Background: an optimization exercise with open tools, aiming at small area, a short achievable clock period and few clock cycles per item. Do not read the settings as production practice.
Function not checked in this run: the RTL went through the layout flow alone.

`flow/design.v`:
```
package jam_types_pkg;
	typedef logic [7-1:0] cost_t;
	typedef logic [3-1:0] job_t;
	typedef job_t [8-1:0] perm_t;
	typedef logic [10-1:0] total_t;
	typedef logic [4-1:0] out_job_t;
	typedef cost_t [8-1:0] cost_row_t;
endpackage
package jam_phase_pkg;
	typedef enum logic [1:0] {
		PH_LOAD,
		PH_SEARCH,
		PH_DRAIN,
		PH_OUTPUT
	} phase_t;
endpackage
`timescale 1ns/1ps
module jam (
	input  logic                    clk,
	input  logic                    rst_n,
	input  logic                    in_valid,
	input  jam_types_pkg::cost_t    in_cost,
	output logic                    out_valid,
	output jam_types_pkg::out_job_t out_job,
	output jam_types_pkg::total_t   out_cost
);
	localparam logic [2:0] E_WAIT = 3'd0;   
	localparam logic [2:0] E_S2   = 3'd1;   
	localparam logic [2:0] E_S3   = 3'd2;   
	localparam logic [2:0] E_X    = 3'd3;   
	localparam logic [2:0] E_TS   = 3'd5;   
	localparam logic [2:0] E_OUT  = 3'd6;   
	function automatic logic [9:0] add10(input logic [9:0] a, input logic [9:0] b, input logic ci);
		logic [9:0]  g;
		logic [9:0]  p;
		logic [10:0] G;
		logic [10:0] P;
		g = a & b;
		p = a ^ b;
		G = {g, ci};
		P = {p, 1'b0};
		for (int lv = 0; lv < 4; lv++) begin
			for (int i = 10; i >= (1 << lv); i--) begin
				G[i] = G[i] | (P[i] & G[i - (1 << lv)]);
				P[i] = P[i] & P[i - (1 << lv)];
			end
		end
		add10 = p ^ G[9:0];
	endfunction
	function automatic logic [19:0] csa10(input logic [9:0] a, input logic [9:0] b, input logic [9:0] c);
		logic [9:0] s;
		logic [9:0] cy;
		s  = a ^ b ^ c;
		cy = (a & b) | (a & c) | (b & c);
		csa10 = {cy[8:0], 1'b0, s};
	endfunction
	function automatic logic lt8(input logic [7:0] a, input logic [7:0] b);
		logic [7:0] g1, l1;
		logic [3:0] g2, l2;
		logic [1:0] g3, l3;
		g1 = ~a & b;
		l1 = a & ~b;
		for (int i = 0; i < 4; i++) begin
			g2[i] = g1[2*i+1] | (~l1[2*i+1] & g1[2*i]);
			l2[i] = l1[2*i+1] | (~g1[2*i+1] & l1[2*i]);
		end
		for (int i = 0; i < 2; i++) begin
			g3[i] = g2[2*i+1] | (~l2[2*i+1] & g2[2*i]);
			l3[i] = l2[2*i+1] | (~g2[2*i+1] & l2[2*i]);
		end
		lt8 = g3[1] | (~l3[1] & g3[0]);
	endfunction
	function automatic logic [2:0] enc8(input logic [7:0] oh);
		enc8[0] = oh[1] | oh[3] | oh[5] | oh[7];
		enc8[1] = oh[2] | oh[3] | oh[6] | oh[7];
		enc8[2] = oh[4] | oh[5] | oh[6] | oh[7];
	endfunction
	logic [5:0]   lcnt;
	logic         ldone;
	logic [447:0] amat;
	logic         load_en;
	logic         iv_q;
	logic [6:0]   ic_q;
	always_ff @(posedge clk or negedge rst_n) begin
		if (!rst_n) iv_q <= 1'b0;
		else        iv_q <= in_valid;
	end
	always_ff @(posedge clk) begin
		ic_q <= in_cost;
	end
	assign load_en = iv_q && !ldone;
	for (genvar k = 0; k < 64; k++) begin : g_store
		always_ff @(posedge clk) begin
			if (load_en && lcnt == 6'(k)) begin
				amat[k*7 +: 7] <= ic_q;
			end
		end
	end
	logic [2:0]  est;
	logic [2:0]  ph;        
	logic        first;     
	logic [7:0]  jn;        
	logic [2:0]  jnb;       
	logic [6:0]  D;         
	logic [9:0]  tot;       
	logic [2:0]  jc;        
	logic        wbusy;     
	logic [7:0]  wrs;       
	logic [2:0]  wrow;      
	logic [6:0]  wD;        
	logic        wstage;    
	logic [2:0]  wx;        
	logic [2:0]  wx2;       
	logic [2:0]  mrow;      
	logic [6:0]  mu_u;      
	logic        mlast;     
	logic [6:0]  w    [8];
	logic [6:0]  mu   [8];
	logic [2:0]  p    [8];
	logic [7:0]  pv;
	logic [7:0]  d    [8];
	logic [2:0]  way  [8];
	logic [7:0]  wroot;
	logic [7:0]  used;
	logic [55:0] rowv_q;
	logic [9:0]  K_q;
	logic [3:0]  tcnt;
	logic        v1;
	logic [2:0]  tr1;
	logic [7:0]  T    [8];
	logic [7:0]  Tv;
	logic [7:0]  kv;        
	logic [7:0]  dU;
	logic [2:0]  cur  [8];
	logic [7:0]  st;
	logic [2:0]  ocnt;
	logic        row_ready;
	logic        row_ready_n;
	assign row_ready   = ldone || (ph < lcnt[5:3]);
	assign row_ready_n = ldone || ((ph + 3'd1) < lcnt[5:3]);
	logic [2:0]  r1;
	logic [9:0]  K1;
	logic [55:0] rowv;
	logic [6:0]  urm;
	logic [6:0]  urw;
	logic [2:0]  pj;
	logic [6:0]  mj;
	logic [6:0]  wj;
	logic        pvj;
	logic [19:0] kx;
	logic [19:0] kt;
	always_comb begin
		urm = (tcnt[2:0] == ph) ? D : 7'd0;
		urw = 7'd0;
		pj  = 3'd0;
		mj  = 7'd0;
		wj  = 7'd0;
		for (int j = 0; j < 8; j++) begin
			if (pv[j] && p[j] == tcnt[2:0]) begin
				urm = urm | mu[j];
				urw = urw | w[j];
			end
			if (jn[j]) begin
				pj = pj | p[j];
				mj = mj | mu[j];
				wj = wj | w[j];
			end
		end
		pvj = |(pv & jn);
		kx = csa10({3'd0, D}, ~{3'd0, mj}, ~{3'd0, wj});
		kt = csa10(10'd0, ~{3'd0, urm}, ~{3'd0, urw});
	end
	always_comb begin
		case (est)
			E_TS:    r1 = tcnt[2:0];
			E_X:     r1 = pvj ? pj : ph + 3'd1;
			default: r1 = ph;
		endcase
		case (est)
			E_TS:    K1 = add10(kt[9:0], kt[19:10] | 10'd1, 1'b1);
			E_X:     K1 = pvj ? add10(kx[9:0], kx[19:10] | 10'd1, 1'b1) : 10'd0;
			default: K1 = 10'd0;
		endcase
		case (r1)
			3'd0: rowv = amat[  0 +: 56];
			3'd1: rowv = amat[ 56 +: 56];
			3'd2: rowv = amat[112 +: 56];
			3'd3: rowv = amat[168 +: 56];
			3'd4: rowv = amat[224 +: 56];
			3'd5: rowv = amat[280 +: 56];
			3'd6: rowv = amat[336 +: 56];
			default: rowv = amat[392 +: 56];
		endcase
	end
	always_ff @(posedge clk) begin
		rowv_q <= rowv;
		K_q    <= K1;
		tr1    <= tcnt[2:0];
	end
	logic [9:0]  cand [8];
	logic [7:0]  lt;
	logic [7:0]  tz;
	logic [7:0]  dnew [8];
	for (genvar j = 0; j < 8; j++) begin : g_s2
		logic [19:0] c1;
		logic [19:0] c2;
		logic [9:0]  df;
		assign c1 = csa10({3'd0, rowv_q[j*7 +: 7]}, {3'd0, w[j]}, K_q);
		assign cand[j] = add10(c1[9:0], c1[19:10], 1'b0);
		assign c2 = csa10(c1[9:0], c1[19:10], ~{2'd0, d[j]});
		assign df = add10(c2[9:0], c2[19:10], 1'b1);
		assign lt[j] = df[9];
		assign tz[j] = (cand[j] == 10'd0);
		assign dnew[j] = (cand[j][8] | cand[j][7]) ? 8'h80 : cand[j][7:0];
	end
	logic [7:0]  key [8];
	logic [7:0]  jsel;
	logic [6:0]  kmin;
	for (genvar j = 0; j < 8; j++) begin : g_key
		assign key[j] = {used[j] | d[j][7], d[j][6:0]};
	end
	always_comb begin
		logic [3:0] wl, wh;
		logic [7:0] ml, mh;
		logic       xf;
		wl = 4'hF;
		wh = 4'hF;
		for (int x = 0; x < 4; x++) begin
			for (int y = x + 1; y < 4; y++) begin
				if (lt8(key[y], key[x])) wl[x] = 1'b0;
				else                     wl[y] = 1'b0;
				if (lt8(key[y+4], key[x+4])) wh[x] = 1'b0;
				else                         wh[y] = 1'b0;
			end
		end
		ml = 8'd0;
		mh = 8'd0;
		for (int x = 0; x < 4; x++) begin
			if (wl[x]) ml = ml | key[x];
			if (wh[x]) mh = mh | key[x+4];
		end
		xf   = lt8(mh, ml);
		jsel = xf ? {wh, 4'd0} : {4'd0, wl};
		kmin = xf ? mh[6:0] : ml[6:0];
	end
	logic [7:0]  avail;
	logic [7:0]  ok;
	logic [7:0]  okl;       
	logic [7:0]  rowok;
	logic [7:0]  colok;
	logic [7:0]  colcov;
	logic [7:0]  gtk;       
	logic        tvk;
	logic [2:0]  curk;
	logic [2:0]  prevk;
	logic        dfs_go;
	always_comb begin
		logic [7:0] Tk;
		logic [7:0] ab;
		logic [7:0] ar;
		logic       stk;
		Tk    = 8'd0;
		curk  = 3'd0;
		prevk = 3'd0;
		for (int r = 0; r < 8; r++) begin
			if (kv[r]) begin
				Tk   = Tk | T[r];
				curk = curk | cur[r];
			end
			if (r > 0 && kv[r]) prevk = prevk | cur[r-1];
		end
		stk = |(kv & st);
		tvk = |(kv & Tv);
		gtk[0] = 1'b0;
		for (int r = 1; r < 8; r++) gtk[r] = gtk[r-1] | kv[r-1];
		for (int j = 0; j < 8; j++) ab[j] = !stk || (3'(j) > curk);
		avail = Tk & ~dU & ab;
		rowok  = 8'hFF;
		colcov = 8'h00;
		ar     = 8'h00;
		for (int r = 0; r < 8; r++) begin
			if (gtk[r]) colcov = colcov | T[r];
			ar = T[r] & ~dU;
			for (int j = 0; j < 8; j++) begin
				if (gtk[r] && Tv[r] && (ar & ~(8'd1 << j)) == 8'd0) rowok[j] = 1'b0;
			end
		end
		colok = 8'hFF;
		if (&Tv) begin
			for (int j = 0; j < 8; j++) begin
				for (int c = 0; c < 8; c++) begin
					if (c != j && !dU[c] && !colcov[c]) colok[j] = 1'b0;
				end
			end
		end
		ok = avail & rowok & colok;
		okl = ok & ~{ok[6:0], 1'b0} & ~{ok[5:0], 2'b0} & ~{ok[4:0], 3'b0} & ~{ok[3:0], 4'b0} &
		      ~{ok[2:0], 5'b0} & ~{ok[1:0], 6'b0} & ~{ok[0], 7'b0};
	end
	assign dfs_go = (est == E_TS) && tvk;
	always_ff @(posedge clk or negedge rst_n) begin
		if (!rst_n) begin
			lcnt      <= '0;
			ldone     <= 1'b0;
			est       <= E_WAIT;
			ph        <= '0;
			first     <= 1'b0;
			tcnt      <= '0;
			v1        <= 1'b0;
			Tv        <= '0;
			kv        <= '0;
			ocnt      <= '0;
			wbusy     <= 1'b0;
			out_valid <= 1'b0;
			out_job   <= '0;
			out_cost  <= '0;
		end else begin
			out_valid <= 1'b0;
			out_job   <= '0;
			out_cost  <= '0;
			if (wbusy && wstage && mlast) wbusy <= 1'b0;
			if (load_en) begin
				lcnt <= lcnt + 6'd1;
				if (lcnt == 6'd63) ldone <= 1'b1;
			end
			case (est)
				E_WAIT: begin
					if (row_ready) begin
						first <= 1'b1;
						est   <= E_S2;
					end
				end
				E_S2: begin
					est <= E_S3;
				end
				E_S3: begin
					first <= 1'b0;
					est   <= E_X;
				end
				E_X: begin
					if (wbusy) begin
						est <= E_X;
					end else if (pvj) begin
						est <= E_S2;
					end else if (ph == 3'd7) begin
						est  <= E_TS;
						tcnt <= '0;
						v1   <= 1'b0;
						Tv   <= '0;
						kv   <= 8'd1;
					end else begin
						wbusy <= 1'b1;
						ph    <= ph + 3'd1;
						if (row_ready_n) begin
							first <= 1'b1;
							est   <= E_S2;
						end else begin
							est <= E_WAIT;
						end
					end
				end
				E_TS: begin
					if (!tcnt[3]) tcnt <= tcnt + 4'd1;
					v1 <= !tcnt[3];
					if (v1) Tv[tr1] <= 1'b1;
					if (dfs_go) begin
						if (|ok) begin
							kv <= {kv[6:0], 1'b0};
							if (kv[7]) begin
								est       <= E_OUT;
								ocnt      <= 3'd1;
								out_valid <= 1'b1;
								out_job   <= 4'(cur[0]) + 4'd1;
								out_cost  <= tot;
							end
						end else begin
							kv <= {1'b0, kv[7:1]};
						end
					end
				end
				default: begin
					out_valid <= 1'b1;
					out_job   <= 4'(cur[ocnt]) + 4'd1;
					out_cost  <= tot;
					ocnt      <= ocnt + 3'd1;
					if (ocnt == 3'd7) begin
						est   <= E_WAIT;
						ph    <= '0;
						ldone <= 1'b0;
					end
				end
			endcase
		end
	end
	logic        nroot;
	logic [2:0]  nrow;
	logic [6:0]  nu;
	logic [19:0] mc;
	always_comb begin
		logic [2:0] y;
		y     = wstage ? wx2 : wx;
		nroot = wstage ? wrs[wx] : wrs[jc];
		nrow  = nroot ? wrow : p[y];
		nu    = nroot ? wD : 7'(add10({3'd0, mu[y]}, {3'd0, w[y]}, 1'b0));
		mc    = csa10({3'd0, mu_u}, 10'd0, ~{3'd0, w[jc]});
	end
	always_ff @(posedge clk) begin
		case (est)
			E_WAIT: begin
				if (ph == 3'd0) begin
					for (int j = 0; j < 8; j++) w[j] <= '0;
					pv  <= '0;
					tot <= '0;
				end
				used <= '0;
			end
			E_S2: begin
				for (int j = 0; j < 8; j++) begin
					if (first) begin
						d[j]     <= dnew[j];
						wroot[j] <= 1'b1;
					end else if (!used[j] && lt[j]) begin
						d[j]     <= dnew[j];
						way[j]   <= jnb;
						wroot[j] <= 1'b0;
					end
				end
			end
			E_S3: begin
				used <= used | jsel;
				jn   <= jsel;
				jnb  <= enc8(jsel);
				D    <= kmin;
			end
			E_X: begin
				if (!wbusy && !pvj) begin
					for (int j = 0; j < 8; j++) begin
						if (used[j]) begin
							logic [19:0] cw;
							cw = csa10({3'd0, w[j]}, {3'd0, D}, ~{2'd0, d[j]});
							w[j] <= 7'(add10(cw[9:0], cw[19:10], 1'b1));
						end
					end
					tot  <= add10(tot, {3'd0, D}, 1'b0);
					jc   <= jnb;
					wx   <= way[jnb];
					wx2  <= way[way[jnb]];
					wstage <= 1'b0;
					wrs  <= wroot;
					wrow <= ph;
					wD   <= D;
					used <= '0;
					dU  <= '0;
					st[0] <= 1'b0;
				end
			end
			E_TS: begin
				if (v1) begin
					for (int j = 0; j < 8; j++) T[tr1][j] <= tz[j];
				end
				if (dfs_go) begin
					if (|ok) begin
						for (int r = 0; r < 8; r++) begin
							if (kv[r]) cur[r] <= enc8(okl);
						end
						st <= (st | kv) & ~{kv[6:0], 1'b0};
						dU <= dU | okl;
					end else begin
						dU[prevk] <= 1'b0;
					end
				end
			end
			default: ;
		endcase
		if (wbusy) begin
			if (wstage) begin
				pv[jc] <= 1'b1;
				p[jc]  <= mrow;
				mu[jc] <= 7'(add10(mc[9:0], mc[19:10] | 10'd1, 1'b0));
				jc     <= wx;
			end
			if (wstage && !mlast) begin
				wx  <= wx2;
				wx2 <= way[wx2];
			end
			if (!wstage || !mlast) begin
				mrow  <= nrow;
				mu_u  <= nu;
				mlast <= nroot;
			end
			wstage <= 1'b1;
		end
	end
endmodule
```
`flow/run.sh`:
```
#!/bin/bash
# synth_recipe.tcl (not shown) runs the flow's synth.tcl, then flattens the netlist and writes it again
# the make line also repeats each setting of config.mk as NAME=value (left out here)
make -C /OpenROAD-flow-scripts/flow DESIGN_CONFIG=/design/flow/config.mk WORK_HOME=/design/flow/orfs CLKGATE_MAP_FILE= SYNTH_SCRIPT=/design/flow/synth_recipe.tcl finish
```
`flow/config.mk`:
```
export PLATFORM = sky130hd
export DESIGN_NAME = jam
export DESIGN_NICKNAME = jam
export VERILOG_FILES = /design/flow/design.v
export SDC_FILE = /design/flow/constraint.sdc
export NUM_CORES = 4
export LEC_CHECK = 0
export CAP_MARGIN = 20
export CORE_MARGIN = 2
export CORE_UTILIZATION = 50
export CTS_BUF_LIST = sky130_fd_sc_hd__clkbuf_16
export CTS_CLUSTER_DIAMETER = 100
export CTS_CLUSTER_SIZE = 30
export SETUP_SLACK_MARGIN = 5
export SLEW_MARGIN = 20
```
`flow/constraint.sdc`:
```
create_clock -name core_clock -period 9.0 [get_ports {clk}]
set_input_delay 1.8000 -clock core_clock [delete_from_list [all_inputs] [get_ports {clk}]]
set_output_delay 1.8000 -clock core_clock [all_outputs]
set_load 0.01 [all_outputs]
```
==> metrics.csv <==
stage,metric,value,unit
synthesis,mappedNetlistNets,5620,
cells_and_area,area.growth.synth_to_final,13.3,%
placement,finalWeightedCongestion,1.04,
synthesis,synth-async-reset-ratio,5.51,%
cells_and_area,final_nets,5829,
critical_path,cp_data_required_time,9.39,ns
clocking,worst_setup_hold_path_clk_slew,0.12,ns
floorplanning,i_o_pin_count,25,
cells_and_area,mostFrequentLayoutCell,sky130_fd_sc_hd__edfxtp_1,
synthesis,ys_top_cells_by_area,"sky130_fd_sc_hd__edfxtp_1 45%, sky130_fd_sc_hd__fa_1 6.5%, sky130_fd_sc_hd__ha_1 5.5%",
drt,routed_wire_length_per_instance,28.2,µm
placement,buffer_ports.inserted,24,
clocking,clock-sinks,998,
sta,grt_setup_unrepaired,true,
cells_and_area,layout_common_cells,"849 x sky130_fd_sc_hd__edfxtp_1, 513 x sky130_fd_sc_hd__inv_1, 448 x sky130_fd_sc_hd__nand2_1",
sta,finClkSkew,0.0616,ns
drt,route.final.wire_length,195000,µm
grt,total_grt_overflow,0,
clocking,htree_levels,2,
synthesis,yosys_register_bits,998,
sta,tns,0,ns
critical_path,worst_path_buf_inv,3,
sta,max-slew-margin-rel,25.8,%
floorplanning,start_util,50.6,%
critical_path,worstSetupStartpointType,register,
placement,postPlaceCellArea,59100,µm²
synthesis,synth_sequential_area_ratio,50.4,%
sta,post-route-worst-setup-slack,4.84,ns
critical_path,cpMostUsedCell,sky130_fd_sc_hd__a21o_1,
grt,groute.usage.overall,32.9,%
synthesis,syn_area_per_cell,11.0,µm²
cells_and_area,drive_above_1_share,14.3,%
clocking,ctsLongestPathBuffers,3,
sta,layout_min_cycle_time,4.16,ns
placement,place.detailed.instances,6561,
cells_and_area,instances_no_fill,6922,
synthesis,synth_area_leader_cell,sky130_fd_sc_hd__edfxtp_1,
sta,max_slew.worst_pin.slew,1.11,ns
drt,detail_route.vias_per_cell,6.30,
clocking,cts_tree,yes,
critical_path,cpPeakStageDelay,0.57,ns
synthesis,yosys_warnings,8,
clocking,worst_skew_pair.late_latency,0.70,ns
synthesis,synthesis.instances,5174,
synthesis,syn_area,57000,µm²
sta,period_share,46.2,%
clocking,numCtsBuffers,45,
clocking,clock-root-buffer,sky130_fd_sc_hd__clkbuf_16,
floorplanning,design.core.area,113000,µm²
placement,hpwlAfterDp,135000,µm
sta,fmaxAchievable,240,MHz
grt,first_global_vias,41300,
placement,dp_worst_setup_slack,3.53,ns
drt,vias,43600,
grt,grt_first_pass_wirelength,283000,µm
grt,number_of_antenna_violations_at_the_first_check_in_global_routing,11,
critical_path,worst_path_max_delay_cell,sky130_fd_sc_hd__edfxtp_1,
drt,drt-pass1-iter-count,9,
synthesis,yosys_most_used_dff,sky130_fd_sc_hd__edfxtp_1,
critical_path,crit_fanout,3,
synthesis,synth-edff-count,849,
job,cap_viol_max_count,0,
sta,timing_max_transition_violations_final,0,
drt,drc,0,
drt,antenna_left,0,
cells_and_area,finalInstanceArea,64600,µm²
critical_path,crit_chain,fa_1 -> inv_1 -> fa_1 -> inv_1 -> ha_1 -> a21o_1 -> a21o_1 -> a21o_1 -> a21o_1 -> a21o_1 -> a21o_1 -> a21o_1 -> a21oi_2 -> xnor2_2 -> buf_12 -> nor3_4,
critical_path,critPathTopFamily,adder cells,
grt,grt_start_max_net_pins,121,
synthesis,ys_types,100,
floorplanning,die-height,342,µm
floorplanning,placement_rows,123,
clocking,post_cts_hold_buffer_count,0,
worst_hold_path,hold_class,register to register,
floorplanning,die_width,342,µm
critical_path,critical_path_arrival,4.55,ns
critical_path,crit_path_end_kind,register,
synthesis,netlist.area_leader.share,44.7,%
floorplanning,dieArea,117000,µm²
outcome,status,finished clean,
sta,hold_viol_final,0,
critical_path,criticalPathCategory,register to register,
drt,drtIter0Drc,5457,
sta,finalSetupViolations,0,
cells_and_area,final_util,57.3,%
==> cells by family (layout without fill, tap and decap cells) <==
family	after synthesis	after routing	synth area share, %
XOR/XNOR	178	178	2.73
other	0	2	0
buffers and inverters	727	961	4.93
AND/OR/NAND/NOR	1483	1483	12.1
flip-flops	998	998	50.4
AO/OA/AOI/OAI	1231	1243	14.9
adder cells (fa/ha/maj)	459	459	12.4
multiplexers	98	98	2.43
==> path summary, 6_finish.rpt <==
| path | endpoint | cells past startpoint | slack [ns] | startpoint |
|---|---|---|---|---|
| max | way[0][1] | 16 | 4.84 | w[0][1] |
| min in group asynchronous | iv_q | 2 | 1.27 | rst_n |
| max in group asynchronous | tcnt[2] | 2 | 7.08 | rst_n |
| max reg2reg | way[0][1] | 16 | 4.84 | w[0][1] |
| min | rowv_q[8] | 1 | 0.47 | amat[400] |
| min reg2reg | rowv_q[8] | 1 | 0.47 | amat[400] |
==> Yosys cell counts (16+ instances only) <==
master and instances:
sky130_fd_sc_hd__a211oi_1 36, sky130_fd_sc_hd__a21o_1 114, sky130_fd_sc_hd__a21oi_1 287, sky130_fd_sc_hd__a221oi_1 50
sky130_fd_sc_hd__a222oi_1 27, sky130_fd_sc_hd__a22o_1 17, sky130_fd_sc_hd__a22oi_1 183, sky130_fd_sc_hd__a31oi_1 33
sky130_fd_sc_hd__and2_1 31, sky130_fd_sc_hd__and3_1 25, sky130_fd_sc_hd__and4_1 21, sky130_fd_sc_hd__buf_1 25
sky130_fd_sc_hd__clkbuf_1 177, sky130_fd_sc_hd__dfrtp_1 55, sky130_fd_sc_hd__dfxtp_1 94, sky130_fd_sc_hd__edfxtp_1 849
sky130_fd_sc_hd__fa_1 186, sky130_fd_sc_hd__ha_1 250, sky130_fd_sc_hd__inv_1 497, sky130_fd_sc_hd__mux2i_1 52
sky130_fd_sc_hd__mux4_2 31, sky130_fd_sc_hd__nand2_1 454, sky130_fd_sc_hd__nand2b_1 78, sky130_fd_sc_hd__nand3_1 168
sky130_fd_sc_hd__nand4_1 46, sky130_fd_sc_hd__nor2_1 422, sky130_fd_sc_hd__nor2b_1 74, sky130_fd_sc_hd__nor3_1 86
sky130_fd_sc_hd__o211ai_1 40, sky130_fd_sc_hd__o21a_1 42, sky130_fd_sc_hd__o21ai_0 141, sky130_fd_sc_hd__o21bai_1 28
sky130_fd_sc_hd__o221ai_1 23, sky130_fd_sc_hd__o22ai_1 36, sky130_fd_sc_hd__o31ai_1 16, sky130_fd_sc_hd__o32ai_1 17
sky130_fd_sc_hd__xnor2_1 116, sky130_fd_sc_hd__xor2_1 62
==> flip-flops by register name (all words and copies together) (netlist names), 10 cells and up <==
signal and count:
cur 24, w 56, amat 448, K_q 10, rowv_q 56, p 24
way 24, T 64, d 64, mu 56, tot 10, out_cost 10
==> area by class of cell <==
| type | instances | area, µm² |
|---|---|---|
| Multi-Input combinational cell | 3461 | 27200 |
| Tap cell | 1500 | 1880 |
| Clock inverter | 38 | 360 |
| Fill cell | 9570 | 48200 |
| Timing Repair Buffer | 379 | 3280 |
| Antenna cell | 2 | 5.00 |
| Inverter | 498 | 1870 |
| Clock buffer | 46 | 1150 |
| Sequential cell | 998 | 28800 |
==> per-stage QoR <==
step,hold WS (ns)
2_1_floorplan,0.400
3_3_place_gp,0.445
3_5_place_dp,0.448
4_1_cts,0.474
5_1_grt,0.495
6_report,0.472
==> metal layers <==
metal / wire length (µm) / up-vias / track usage (%)
li1: - / 19300 / -
met1: 80700 / 21800 / 46.6
met2: 89000 / 2135 / 51.9
met3: 17000 / 462 / 4.59
met4: 8470 / 6 / 11.9
met5: 47 / - / 0
==> what timing repair did <==
item,CTS,global route
gates cloned,12,5
pin swaps,119,110
endpoints found under the setup margin,383,360
gates resized for setup,177,186
buffers inserted,102,156

==> separate check: timing with driven ports <==
No port has a modelled driver above. Below, the same layout with a new extraction and two added sets of constraints.
Step 1 assumes that a clkbuf_16 drives the clock port and a buf_2 every other input.
Step 2 times the ports against the registers' clock, not the clock port: input delays grow and output delays shrink by t, the midpoint of the rising clock arrivals with the driver on.
Slacks: no drivers / after step 1 / after step 2; pairs: no drivers / after step 1.
shift t [ns]: 0.754
slack for setup (ns): 4.838 / 4.838 / 4.838
latest minus earliest clock arrival (ns): 0.066 / 0.065
slew at the worst register clock pin (ns): 0.12 / 0.12
cell pins on the clock port's net: 1
After both steps setup and hold are still met in this run. For this run, drivers alone change the setup slack by 0.000 ns; drivers and shift together by 0.000 ns.
